Background: an optimization exercise with open tools, aiming at small area. Do not read the settings as production practice.
At most, simulation tests tie the RTL to the original design; equivalence was not proved.
No activity file was given, so power comes from the tool's default toggle rates.

v6:
Design rob_top, start of the top module:
module rob_top (
    input  logic                           clk,
    input  logic                           rst,
    input  logic                           dispatch_valid,
    input  logic [rob_pkg::XLEN-1:0]       dispatch_inst,
    input  logic [rob_pkg::XLEN-1:0]       dispatch_pc_rdata,
    input  logic [rob_pkg::XLEN-1:0]       dispatch_pc_wdata,
    input  logic [rob_pkg::ARCH_REG_W-1:0] dispatch_rd_addr,
    input  logic [rob_pkg::ARCH_REG_W-1:0] dispatch_rs1_addr,
    input  logic [rob_pkg::ARCH_REG_W-1:0] dispatch_rs2_addr,
    input  logic [rob_pkg::PHYS_REG_W-1:0] dispatch_pd,
    input  logic                           dispatch_regf_we,
    output logic                           dispatch_ready,
    output logic [rob_pkg::ROB_IDX_W-1:0]  dispatch_idx,
    input  logic                           alu_valid,
    input  logic [rob_pkg::ROB_IDX_W-1:0]  alu_idx,
    input  logic [rob_pkg::XLEN-1:0]       alu_rd_wdata,
    input  logic                           mem_valid,
  ...
==> flow/config.mk <==
export PLATFORM = sky130hd
export DESIGN_NAME = rob_top
export DESIGN_NICKNAME = rob_top
export VERILOG_FILES = /design/flow/design.v
export SDC_FILE = /design/flow/constraint.sdc
export NUM_CORES = 8
export LEC_CHECK = 0
export CAP_MARGIN = 20
export CORE_MARGIN = 2
export CORE_UTILIZATION = 40
export PLACE_DENSITY = 0.6
export SLEW_MARGIN = 20
==> flow/constraint.sdc <==
create_clock -name core_clock -period 7.0 [get_ports {clk}]
set_input_delay 1.4000 -clock core_clock [delete_from_list [all_inputs] [get_ports {clk}]]
set_output_delay 1.4000 -clock core_clock [all_outputs]
set_load 0.01 [all_outputs]
run.sh (not shown) runs the stock make flow with config.mk's settings and CLKGATE_MAP_FILE= SYNTH_SCRIPT=/design/flow/synth_recipe.tcl, a recipe that flattens the netlist after the stock synthesis.
No crash in v6: every stage finished, but the layout fails its final checks due to antenna rules.
--- input diff v6..v7 ---
Settings: PLACE_DENSITY: 0.6 -> 0.75; CTS_BUF_LIST: unset -> sky130_fd_sc_hd__clkbuf_8; CORE_UTILIZATION: 40 -> 65.
==> comparison <==
Finished, but not clean: v7, with setup timing.
Delta (v7 minus v6): layout overhead on the synthesized area now sits lower; sequential share of layout area shows an increase of 1.9 points.
After synthesis and placement, the instance count of v7 is below that of v6.
Share of total power in combinational logic ends up higher on v7.
Looking only at critical path depth, and setting everything else aside, the higher value of v7 and v6 goes to v6.
No run of this note included a check of the RTL's function; only the layout flow was run.


rob_top, a different RTL version from the one above (not shown whole).
Size in the first run: ~5400 cells after synthesis, ~520 I/O pins, roughly 97000 um^2 of cells after synthesis.
clock: 7.0 ns
lec_check: 0
cap_margin: 20
core_margin: 2
core_utilization: 40
cts_buf_list: sky130_fd_sc_hd__clkbuf_16
cts_cluster_diameter: 100
cts_cluster_size: 25
place_density: 0.6
slew_margin: 20
synth_hierarchical: 1
standard.sh (not shown) runs the stock make flow with config.mk's settings and CLKGATE_MAP_FILE= SYNTH_SCRIPT=/design/flow/synth_recipe.tcl, a recipe that flattens the netlist after the stock synthesis.
==> flow/flow/run.sh <==
#!/bin/bash
# Standard layout with two changes: the port buffers are the smallest
# buffer cell, and clock tree synthesis clusters sinks without dummy loads.
set -uo pipefail
bash standard.sh \
  BUFFER_PORTS_ARGS="-buffer_cell sky130_fd_sc_hd__buf_1" \
  CTS_ARGS="-sink_clustering_enable -repair_clock_nets -buf_list sky130_fd_sc_hd__clkbuf_16 -sink_clustering_size 25 -sink_clustering_max_diameter 100 -dont_use_dummy_load" \
  finish > standard.log 2>&1
Change:
==> flow/run.sh (new file) <==
#!/bin/bash
# synth_recipe.tcl (not shown) runs the flow's synth.tcl, then flattens the netlist and writes it again
# the make line also repeats each setting of config.mk as NAME=value (left out here)
make -C /OpenROAD-flow-scripts/flow DESIGN_CONFIG=/design/flow/config.mk WORK_HOME=/design/flow/orfs CLKGATE_MAP_FILE= SYNTH_SCRIPT=/design/flow/synth_recipe.tcl finish
removed: flow/flow/run.sh
removed: flow/standard.sh
Final area goes up by a few percent.
Combinational power rises by about a fifth.
Via count came out higher slightly.
No functional check of the RTL was part of any run of this note.


Another version of the RTL of rob_top (not shown whole).
Size in the first run: roughly 7700 cells after synthesis, about 2500 flip-flops, about 520 I/O pins.
Design rob_top, start of the top module:
module rob_top (
    input  logic                           clk,
    input  logic                           rst,
    input  logic                           dispatch_valid,
    input  logic [rob_pkg::XLEN-1:0]       dispatch_inst,
    input  logic [rob_pkg::XLEN-1:0]       dispatch_pc_rdata,
    input  logic [rob_pkg::XLEN-1:0]       dispatch_pc_wdata,
    input  logic [rob_pkg::ARCH_REG_W-1:0] dispatch_rd_addr,
    input  logic [rob_pkg::ARCH_REG_W-1:0] dispatch_rs1_addr,
    input  logic [rob_pkg::ARCH_REG_W-1:0] dispatch_rs2_addr,
    input  logic [rob_pkg::PHYS_REG_W-1:0] dispatch_pd,
    input  logic                           dispatch_regf_we,
    output logic                           dispatch_ready,
    output logic [rob_pkg::ROB_IDX_W-1:0]  dispatch_idx,
    input  logic                           alu_valid,
    input  logic [rob_pkg::ROB_IDX_W-1:0]  alu_idx,
    input  logic [rob_pkg::XLEN-1:0]       alu_rd_wdata,
    input  logic                           mem_valid,
    input  logic [rob_pkg::ROB_IDX_W-1:0]  mem_idx,
    input  logic [rob_pkg::XLEN-1:0]       mem_rd_wdata,
    input  logic                           br_valid,
    input  logic [rob_pkg::ROB_IDX_W-1:0]  br_idx,
    input  logic [rob_pkg::XLEN-1:0]       br_rd_wdata,
    input  logic                           br_taken,
    input  logic [rob_pkg::XLEN-1:0]       br_target,
    output logic                           commit_valid,
    output logic [rob_pkg::ORDER_W-1:0]    commit_order,
    output logic [rob_pkg::XLEN-1:0]       commit_inst,
    output logic [rob_pkg::XLEN-1:0]       commit_pc_rdata,
    output logic [rob_pkg::XLEN-1:0]       commit_pc_wdata,
  ...
clock: 7.0 ns
lec_check: 0
cap_margin: 20
core_margin: 2
core_utilization: 40
cts_buf_list: sky130_fd_sc_hd__clkbuf_16
cts_cluster_diameter: 120
cts_cluster_size: 26
place_density: 0.6
slew_margin: 20
synth_hierarchical: 1
==> flow/flow/run.sh <==
#!/bin/bash
# Standard layout with two changes: the port buffers are the smallest
# buffer cell, and clock tree synthesis clusters sinks without dummy loads.
set -uo pipefail
bash standard.sh \
  BUFFER_PORTS_ARGS="-buffer_cell sky130_fd_sc_hd__buf_1" \
  CTS_ARGS="-sink_clustering_enable -repair_clock_nets -buf_list sky130_fd_sc_hd__clkbuf_16 -sink_clustering_size 26 -sink_clustering_max_diameter 120 -dont_use_dummy_load" \
  finish > standard.log 2>&1
The starting point completed with no timing, DRC or antenna violations.
Edit:
==> flow/flow/run.sh (replaced) <==
#!/bin/bash
# Standard layout with two changes: the port buffers are the smallest
# buffer cell, and clock tree synthesis clusters sinks without dummy loads.
set -uo pipefail
bash standard.sh \
  BUFFER_PORTS_ARGS="-buffer_cell sky130_fd_sc_hd__buf_1" \
  CTS_ARGS="-sink_clustering_enable -repair_clock_nets -buf_list sky130_fd_sc_hd__clkbuf_16 -sink_clustering_size 25 -sink_clustering_max_diameter 100 -dont_use_dummy_load" \
  finish > standard.log 2>&1
- CTS_CLUSTER_DIAMETER: 120 -> 100
- CTS_CLUSTER_SIZE: 26 -> 25
The changed run passed the timing, design-rule and antenna checks.
Final area barely changes.
Critical path depth falls by 2.
Wire length hardly moves.
Utilization hardly moves.
Die area stays the same.
Non-clock buffer count stays the same.
Via count is about the same.
Power rises by 0.68%.
Combinational power is about the same.
Maximum frequency rises by 1.0%.
Clock power rises by about 3%.

-- what the ideal ports hide --
No port has a modelled driver above. Below, the same layouts with a new extraction and two added sets of constraints.
Step 1 sets driving cells, clkbuf_16 on the clock port and buf_2 on the other inputs (assumed; they add their load-dependent delay and slew).
Step 2 times the ports against the registers' clock, not the clock port: input delays grow and output delays shrink by t, the midpoint of the rising clock arrivals with the driver on.
a / b / c = no drivers / after step 1 / after step 2; a / b = the first two.
run	t, ns	setup slack, ns	worst setup path at the end	worst slew at a driven data input, ns	pins driven straight from the clock port
v6	1.018	0.183 / 0.098 / 1.116	register to output	0.25	1
v7	1.158	-0.143 / -0.232 / 0.926	register to output	0.31	1
the first run of note 2	0.875	1.553 / 1.463 / 1.846	input to register	0.25	1
the second run of note 2	0.911	1.464 / 1.371 / 1.542	input to register	0.25	1
the first run of note 3	0.895	0.513 / 0.423 / 0.709	register to register	0.32	1
the second run of note 3	0.894	0.581 / 0.490 / 0.677	register to register	0.34	1
